Context: an optimization exercise on an open-source flow, tuned for small area, a short achievable clock period and few clock cycles per item. The choices shown serve that exercise and are no tape-out recipe. No activity file was given, so power comes from the tool's default toggle rates.

==> 08-22: inputs <==
==> flow/design.v <==
package rv_pkg;
    localparam int XLEN       = 32;
    localparam int REG_ADDR_W = 5;
    localparam logic [XLEN-1:0] RESET_PC = '0;
    localparam logic [6:0] OPC_OP     = 7'b0110011;
    localparam logic [6:0] OPC_OP_IMM = 7'b0010011;
    localparam logic [6:0] OPC_LUI    = 7'b0110111;
    localparam logic [6:0] OPC_JAL    = 7'b1101111;
    localparam logic [6:0] OPC_BRANCH = 7'b1100011;
endpackage
module rv_core (
    input  logic                          clk,
    input  logic                          rst_n,
    output logic [rv_pkg::XLEN-1:0]       imem_addr_o,
    input  logic [rv_pkg::XLEN-1:0]       imem_data_i,
    output logic                          retire_valid_o,
    output logic [rv_pkg::XLEN-1:0]       retire_pc_o,
    output logic [rv_pkg::REG_ADDR_W-1:0] retire_rd_o,
    output logic [rv_pkg::XLEN-1:0]       retire_data_o
);
    localparam int BHT_W = 4;
    localparam int BHT_N = 1 << BHT_W;
    logic [31:0] pc_q;
    logic [31:0] regs_q [1:31];
    logic [31:1] rvalid_q;
    logic [1:0]  bht_q [BHT_N];
    logic        x_valid_q;
    logic [31:0] x_pc_q;
    logic [31:0] x_alt_q;       
    logic [31:0] x_a_q;
    logic [31:0] x_b_q;
    logic        x_fwd_a_q;
    logic        x_fwd_b_q;
    logic [4:0]  x_rd_q;        
    logic        x_wen_q;
    logic [2:0]  x_f3_q;
    logic        x_alu_q;       
    logic        x_lui_q;
    logic        x_jal_q;
    logic        x_br_q;
    logic        x_sub_q;
    logic        x_arith_q;
    logic        x_pred_q;
    logic        r_valid_q;
    logic [31:0] r_pc_q;
    logic [4:0]  r_rd_q;
    logic [31:0] r_data_q;
    logic [31:0] ins;
    logic [6:0]  opc;
    logic [2:0]  f3;
    logic [4:0]  rs1, rs2, rd;
    logic        is_op, is_opi, is_lui, is_jal, is_br, br_cond;
    logic        writes, alt, use_imm;
    logic [31:0] imm_i, imm_u, imm_bj;
    logic [31:0] target, pc_plus4, pc_next, f_alt;
    logic        bht_taken, pred;
    logic        mispredict;
    assign ins = imem_data_i;
    assign opc = ins[6:0];
    assign rd  = ins[11:7];
    assign f3  = ins[14:12];
    assign rs1 = ins[19:15];
    assign rs2 = ins[24:20];
    assign is_op   = opc == rv_pkg::OPC_OP;
    assign is_opi  = opc == rv_pkg::OPC_OP_IMM;
    assign is_lui  = opc == rv_pkg::OPC_LUI;
    assign is_jal  = opc == rv_pkg::OPC_JAL;
    assign is_br   = opc == rv_pkg::OPC_BRANCH;
    assign br_cond = is_br && f3[2:1] != 2'b01;
    assign writes  = is_op || is_opi || is_lui || is_jal;
    assign use_imm = is_opi || is_lui;
    assign alt     = ins[30] && (is_op || f3 == 3'b101);
    assign imm_i  = {{20{ins[31]}}, ins[31:20]};
    assign imm_u  = {ins[31:12], 12'b0};
    assign imm_bj = is_jal ? {{11{ins[31]}}, ins[31], ins[19:12], ins[20], ins[30:21], 1'b0}
                           : {{19{ins[31]}}, ins[31], ins[7], ins[30:25], ins[11:8], 1'b0};
    assign bht_taken = bht_q[pc_q[BHT_W+1:2]][1];
    assign pred      = is_jal || (br_cond && bht_taken);
    assign target   = pc_q + imm_bj;
    assign pc_plus4 = {pc_q[31:2] + 30'd1, pc_q[1:0]};
    assign f_alt    = pred ? pc_plus4 : target;
    always_comb begin
        if (mispredict) begin
            pc_next = x_alt_q;
        end else if (pred) begin
            pc_next = target;
        end else begin
            pc_next = pc_plus4;
        end
    end
    assign imem_addr_o = pc_q;
    logic [31:0] rd1, rd2;
    always_comb begin
        rd1 = '0;
        rd2 = '0;
        for (int i = 1; i < 32; i++) begin
            rd1 = rd1 | ({32{rs1 == 5'(i) && rvalid_q[i]}} & regs_q[i]);
            rd2 = rd2 | ({32{rs2 == 5'(i) && rvalid_q[i]}} & regs_q[i]);
        end
    end
    logic [31:0] op_a, op_b, sum, shl, shr, logic_y, result;
    logic        eq, lt_s, lt_u, cond, taken;
    assign op_a = x_fwd_a_q ? r_data_q : x_a_q;
    assign op_b = x_fwd_b_q ? r_data_q : x_b_q;
    assign sum  = op_a + (op_b ^ {32{x_sub_q}}) + {31'b0, x_sub_q};
    assign eq   = op_a == op_b;
    assign lt_s = (op_a[31] ^ op_b[31]) ? op_a[31] : sum[31];
    assign lt_u = (op_a[31] ^ op_b[31]) ? op_b[31] : sum[31];
    assign shl  = op_a << op_b[4:0];
    assign shr  = 32'($signed({x_arith_q && op_a[31], op_a}) >>> op_b[4:0]);
    always_comb begin
        case (x_f3_q)
            3'b000:  logic_y = sum;
            3'b001:  logic_y = shl;
            3'b010:  logic_y = {31'b0, lt_s};
            3'b011:  logic_y = {31'b0, lt_u};
            3'b100:  logic_y = op_a ^ op_b;
            3'b101:  logic_y = shr;
            3'b110:  logic_y = op_a | op_b;
            default: logic_y = op_a & op_b;
        endcase
    end
    always_comb begin
        if (!x_wen_q) begin
            result = '0;
        end else if (x_jal_q) begin
            result = x_alt_q;
        end else if (x_lui_q) begin
            result = x_b_q;
        end else begin
            result = logic_y;
        end
    end
    always_comb begin
        case (x_f3_q)
            3'b000:  cond = eq;
            3'b001:  cond = !eq;
            3'b100:  cond = lt_s;
            3'b101:  cond = !lt_s;
            3'b110:  cond = lt_u;
            3'b111:  cond = !lt_u;
            default: cond = 1'b0;
        endcase
    end
    assign taken      = x_br_q && cond;
    assign mispredict = x_valid_q && x_br_q && (taken != x_pred_q);
    always_ff @(posedge clk or negedge rst_n) begin
        if (!rst_n) begin
            pc_q      <= rv_pkg::RESET_PC;
            x_valid_q <= 1'b0;
            r_valid_q <= 1'b0;
        end else begin
            pc_q      <= pc_next;
            x_valid_q <= !mispredict;
            r_valid_q <= x_valid_q;
        end
    end
    always_ff @(posedge clk) begin
        x_pc_q    <= pc_q;
        x_alt_q   <= f_alt;
        x_a_q     <= rd1;
        x_b_q     <= is_lui ? imm_u : is_opi ? imm_i : rd2;
        x_fwd_a_q <= x_valid_q && x_wen_q && x_rd_q == rs1;
        x_fwd_b_q <= x_valid_q && x_wen_q && x_rd_q == rs2 && !use_imm;
        x_rd_q    <= writes ? rd : 5'd0;
        x_wen_q   <= writes && rd != 5'd0;
        x_f3_q    <= f3;
        x_alu_q   <= is_op || is_opi;
        x_lui_q   <= is_lui;
        x_jal_q   <= is_jal;
        x_br_q    <= br_cond;
        x_sub_q   <= is_br || ((is_op || is_opi) && (f3[2:1] == 2'b01 || (f3 == 3'b000 && alt)));
        x_arith_q <= alt;
        x_pred_q  <= pred;
        r_pc_q    <= x_pc_q;
        r_rd_q    <= x_rd_q;
        r_data_q  <= result;
    end
    always_ff @(posedge clk) begin
        for (int i = 1; i < 32; i++) begin
            if (x_valid_q && x_wen_q && x_rd_q == 5'(i)) begin
                regs_q[i] <= result;
            end
        end
    end
    always_ff @(posedge clk or negedge rst_n) begin
        if (!rst_n) begin
            rvalid_q <= '0;
        end else begin
            for (int i = 1; i < 32; i++) begin
                if (x_valid_q && x_wen_q && x_rd_q == 5'(i)) begin
                    rvalid_q[i] <= 1'b1;
                end
            end
        end
    end
    logic [BHT_W-1:0] up_idx;
    logic [1:0]       up_ctr;
    assign up_idx = x_pc_q[BHT_W+1:2];
    assign up_ctr = bht_q[up_idx];
    always_ff @(posedge clk or negedge rst_n) begin
        if (!rst_n) begin
            for (int i = 0; i < BHT_N; i++) begin
                bht_q[i] <= 2'b01;
            end
        end else if (x_valid_q && x_br_q) begin
            if (taken && up_ctr != 2'b11) begin
                bht_q[up_idx] <= up_ctr + 2'd1;
            end else if (!taken && up_ctr != 2'b00) begin
                bht_q[up_idx] <= up_ctr - 2'd1;
            end
        end
    end
    assign retire_valid_o = r_valid_q;
    assign retire_pc_o    = r_pc_q;
    assign retire_rd_o    = r_rd_q;
    assign retire_data_o  = r_data_q;
endmodule
==> flow/run.sh <==
#!/bin/bash
# synth_recipe.tcl (not shown) runs the flow's synth.tcl, then flattens the netlist and writes it again
# the make line also repeats each setting of config.mk as NAME=value (left out here)
make -C /OpenROAD-flow-scripts/flow DESIGN_CONFIG=/design/flow/config.mk WORK_HOME=/design/flow/orfs CLKGATE_MAP_FILE= SYNTH_SCRIPT=/design/flow/synth_recipe.tcl finish
==> flow/config.mk <==
export PLATFORM = sky130hd
export DESIGN_NAME = rv_core
export DESIGN_NICKNAME = rv_core
export VERILOG_FILES = /design/flow/design.v
export SDC_FILE = /design/flow/constraint.sdc
export NUM_CORES = 8
export LEC_CHECK = 0
export CAP_MARGIN = 20
export CORE_MARGIN = 2
export CORE_UTILIZATION = 40
export SLEW_MARGIN = 20
==> flow/constraint.sdc <==
create_clock -name core_clock -period 10.0 [get_ports {clk}]
set_input_delay 2.0000 -clock core_clock [delete_from_list [all_inputs] [get_ports {clk}]]
set_output_delay 2.0000 -clock core_clock [all_outputs]
set_load 0.01 [all_outputs]
==> 03-11: changes against 08-22 <==
==> flow/design.v, changed modules only <==
module rv_core (
    input  logic                          clk,
    input  logic                          rst_n,
    output logic [rv_pkg::XLEN-1:0]       imem_addr_o,
    input  logic [rv_pkg::XLEN-1:0]       imem_data_i,
    output logic                          retire_valid_o,
    output logic [rv_pkg::XLEN-1:0]       retire_pc_o,
    output logic [rv_pkg::REG_ADDR_W-1:0] retire_rd_o,
    output logic [rv_pkg::XLEN-1:0]       retire_data_o
);
    localparam int BHT_W = 4;
    localparam int BHT_N = 1 << BHT_W;
    logic [31:0] pc_q;
    logic [31:0] regs_q [1:31];
    logic [31:1] rvalid_q;
    logic [1:0]  bht_q [BHT_N];
    logic        x_valid_q;
    logic [31:0] x_pc_q;
    logic [31:0] x_alt_q;       
    logic [31:0] x_a_q;
    logic [31:0] x_b_q;
    logic [4:0]  x_rd_q;        
    logic        x_wen_q;
    logic [2:0]  x_f3_q;
    logic        x_br_q;
    logic        x_s_add_q, x_s_sll_q, x_s_slt_q, x_s_sltu_q, x_s_xor_q;
    logic        x_s_shr_q, x_s_or_q, x_s_and_q, x_s_lui_q, x_s_jal_q;
    logic        x_sub_q;
    logic        x_arith_q;
    logic        x_pred_q;
    logic        r_valid_q;
    logic [31:0] r_pc_q;
    logic [4:0]  r_rd_q;
    logic [31:0] r_data_q;
    logic [31:0] ins;
    logic [6:0]  opc;
    logic [2:0]  f3;
    logic [4:0]  rs1, rs2, rd;
    logic        is_op, is_opi, is_lui, is_jal, is_br, br_cond;
    logic        writes, alt, use_imm;
    logic [31:0] imm_i, imm_u, imm_bj;
    logic [31:0] target, pc_plus4, pc_next, f_alt;
    logic        bht_taken, pred;
    logic        mispredict;
    assign ins = imem_data_i;
    assign opc = ins[6:0];
    assign rd  = ins[11:7];
    assign f3  = ins[14:12];
    assign rs1 = ins[19:15];
    assign rs2 = ins[24:20];
    assign is_op   = opc == rv_pkg::OPC_OP;
    assign is_opi  = opc == rv_pkg::OPC_OP_IMM;
    assign is_lui  = opc == rv_pkg::OPC_LUI;
    assign is_jal  = opc == rv_pkg::OPC_JAL;
    assign is_br   = opc == rv_pkg::OPC_BRANCH;
    assign br_cond = is_br && f3[2:1] != 2'b01;
    assign writes  = is_op || is_opi || is_lui || is_jal;
    assign use_imm = is_opi || is_lui;
    assign alt     = ins[30] && (is_op || f3 == 3'b101);
    assign imm_i  = {{20{ins[31]}}, ins[31:20]};
    assign imm_u  = {ins[31:12], 12'b0};
    assign imm_bj = ins[3] ? {{11{ins[31]}}, ins[31], ins[19:12], ins[20], ins[30:21], 1'b0}
                           : {{19{ins[31]}}, ins[31], ins[7], ins[30:25], ins[11:8], 1'b0};
    assign bht_taken = bht_q[pc_q[BHT_W+1:2]][1];
    assign pred      = is_jal || (br_cond && bht_taken);
    assign target   = pc_q + imm_bj;
    assign pc_plus4 = {pc_q[31:2] + 30'd1, pc_q[1:0]};
    assign f_alt    = pred ? pc_plus4 : target;
    always_comb begin
        if (mispredict) begin
            pc_next = x_alt_q;
        end else if (pred) begin
            pc_next = target;
        end else begin
            pc_next = pc_plus4;
        end
    end
    assign imem_addr_o = pc_q;
    logic [31:0] rd1, rd2;
    always_comb begin
        rd1 = '0;
        rd2 = '0;
        for (int i = 1; i < 32; i++) begin
            rd1 = rd1 | ({32{rs1 == 5'(i) && rvalid_q[i]}} & regs_q[i]);
            rd2 = rd2 | ({32{rs2 == 5'(i) && rvalid_q[i]}} & regs_q[i]);
        end
    end
    logic [31:0] sum, shl, shr, result;
    logic        eq, lt_s, lt_u, cond;
    assign sum  = x_a_q + x_b_q + {31'b0, x_sub_q};
    assign eq   = &(x_a_q ^ x_b_q);
    assign lt_s = (x_a_q[31] == x_b_q[31]) ? x_a_q[31] : sum[31];
    assign lt_u = (x_a_q[31] == x_b_q[31]) ? !x_b_q[31] : sum[31];
    assign shl  = x_a_q << x_b_q[4:0];
    assign shr  = 32'($signed({x_arith_q && x_a_q[31], x_a_q}) >>> x_b_q[4:0]);
    assign result = ({32{x_s_add_q}} & sum)
                  | ({32{x_s_sll_q}} & shl)
                  | ({32{x_s_shr_q}} & shr)
                  | ({32{x_s_xor_q}} & (x_a_q ^ x_b_q))
                  | ({32{x_s_or_q}}  & (x_a_q | x_b_q))
                  | ({32{x_s_and_q}} & (x_a_q & x_b_q))
                  | ({32{x_s_lui_q}} & x_b_q)
                  | ({32{x_s_jal_q}} & x_alt_q)
                  | {31'b0, (x_s_slt_q && lt_s) || (x_s_sltu_q && lt_u)};
    assign cond       = x_f3_q[2] ? ((x_f3_q[1] ? lt_u : lt_s) ^ x_f3_q[0]) : (eq ^ x_f3_q[0]);
    assign mispredict = x_valid_q && x_br_q && (cond != x_pred_q);
    logic        fwd_a, fwd_b, sub, wen;
    logic [31:0] b_val;
    assign fwd_a = x_valid_q && x_wen_q && x_rd_q == rs1;
    assign fwd_b = x_valid_q && x_wen_q && x_rd_q == rs2;
    assign sub   = is_br || ((is_op || is_opi) && (f3[2:1] == 2'b01 || (f3 == 3'b000 && alt)));
    assign wen   = writes && rd != 5'd0;
    assign b_val = is_lui ? imm_u : is_opi ? imm_i : fwd_b ? result : rd2;
    always_ff @(posedge clk or negedge rst_n) begin
        if (!rst_n) begin
            pc_q      <= rv_pkg::RESET_PC;
            x_valid_q <= 1'b0;
            r_valid_q <= 1'b0;
        end else begin
            pc_q      <= pc_next;
            x_valid_q <= !mispredict;
            r_valid_q <= x_valid_q;
        end
    end
    always_ff @(posedge clk) begin
        x_pc_q     <= pc_q;
        x_alt_q    <= f_alt;
        x_a_q      <= fwd_a ? result : rd1;
        x_b_q      <= b_val ^ {32{sub}};
        x_rd_q     <= wen ? rd : 5'd0;
        x_wen_q    <= wen;
        x_f3_q     <= f3;
        x_br_q     <= br_cond;
        x_sub_q    <= sub;
        x_arith_q  <= alt;
        x_pred_q   <= pred;
        x_s_add_q  <= wen && (is_op || is_opi) && f3 == 3'b000;
        x_s_sll_q  <= wen && (is_op || is_opi) && f3 == 3'b001;
        x_s_slt_q  <= wen && (is_op || is_opi) && f3 == 3'b010;
        x_s_sltu_q <= wen && (is_op || is_opi) && f3 == 3'b011;
        x_s_xor_q  <= wen && (is_op || is_opi) && f3 == 3'b100;
        x_s_shr_q  <= wen && (is_op || is_opi) && f3 == 3'b101;
        x_s_or_q   <= wen && (is_op || is_opi) && f3 == 3'b110;
        x_s_and_q  <= wen && (is_op || is_opi) && f3 == 3'b111;
        x_s_lui_q  <= wen && is_lui;
        x_s_jal_q  <= wen && is_jal;
        r_pc_q     <= x_pc_q;
        r_rd_q     <= x_rd_q;
        r_data_q   <= result;
    end
    always_ff @(posedge clk) begin
        for (int i = 1; i < 32; i++) begin
            if (x_valid_q && x_wen_q && x_rd_q == 5'(i)) begin
                regs_q[i] <= result;
            end
        end
    end
    always_ff @(posedge clk or negedge rst_n) begin
        if (!rst_n) begin
            rvalid_q <= '0;
        end else begin
            for (int i = 1; i < 32; i++) begin
                if (x_valid_q && x_wen_q && x_rd_q == 5'(i)) begin
                    rvalid_q[i] <= 1'b1;
                end
            end
        end
    end
    logic [BHT_W-1:0] up_idx;
    logic [1:0]       up_ctr;
    assign up_idx = x_pc_q[BHT_W+1:2];
    assign up_ctr = bht_q[up_idx];
    always_ff @(posedge clk or negedge rst_n) begin
        if (!rst_n) begin
            for (int i = 0; i < BHT_N; i++) begin
                bht_q[i] <= 2'b01;
            end
        end else if (x_valid_q && x_br_q) begin
            if (cond && up_ctr != 2'b11) begin
                bht_q[up_idx] <= up_ctr + 2'd1;
            end else if (!cond && up_ctr != 2'b00) begin
                bht_q[up_idx] <= up_ctr - 2'd1;
            end
        end
    end
    assign retire_valid_o = r_valid_q;
    assign retire_pc_o    = r_pc_q;
    assign retire_rd_o    = r_rd_q;
    assign retire_data_o  = r_data_q;
endmodule
--- a/flow/config.mk
+++ b/flow/config.mk
@@ -9,3 +9,4 @@
 export CORE_MARGIN = 2
 export CORE_UTILIZATION = 40
+export SETUP_SLACK_MARGIN = 5
 export SLEW_MARGIN = 20
==> summary.txt <==
Cell area after layout: 08-22 0.0709 mm2; 03-11 0.0704 mm2
Power Internal: 08-22 9.54 mW; 03-11 9.85 mW
Fillcell total: 08-22 13872; 03-11 13431
Combinational-cell power consumption: 08-22 1.16 mW; 03-11 1.40 mW
RR Endpoint: 08-22 regs_q[25][30]; 03-11 x_a_q[14]
Remaining max-slew budget at the tightest pin: 08-22 0.138; 03-11 0.231
Initial standard-cell utilization of the core: 08-22 0.403; 03-11 0.403
Nonclk buf count: 08-22 305; 03-11 324
Sequential cells: 08-22 1302; 03-11 1308
Run status: 08-22 finished clean; 03-11 finished clean
Vias in the first global route: 08-22 49905; 03-11 49066
CP max FO: 08-22 49; 03-11 23
Number of nets in the finished design: 08-22 5287; 03-11 5158
Layout Skew: 08-22 0.0456 ns; 03-11 0.0423 ns
No functional check of the RTL was part of any run of this note.

## afterwards: timing with drivers on the ports
The results above use ideal ports. As a check the final layouts listed here were re-extracted and re-timed, cells and wires unchanged. Step 1: set_driving_cell puts a clkbuf_16 on clk and a buf_2 on each other input, an assumption about the parent block. Step 2, shift: input delay + t, output delay - t, t = (earliest + latest rising clock arrival at the registers) / 2. This alone moves slack from input paths to output paths. Slacks: ideal / step 1 / step 2; pairs: ideal / step 1.
| run | t, ns | setup slack, ns | worst setup path after step 2 | clock arrival spread, ns |
|---|---|---|---|---|
| 08-22 | 0.881 | 3.662 / 3.662 / 3.317 | input to register | 0.049 / 0.048 |
| 03-11 | 0.871 | 4.749 / 4.789 / 3.919 | input to register | 0.047 / 0.047 |
After both steps every run listed still meets setup and hold. The setup slack of 03-11, which loses most, moves by +0.040 ns with the drivers and by -0.830 ns with both steps.
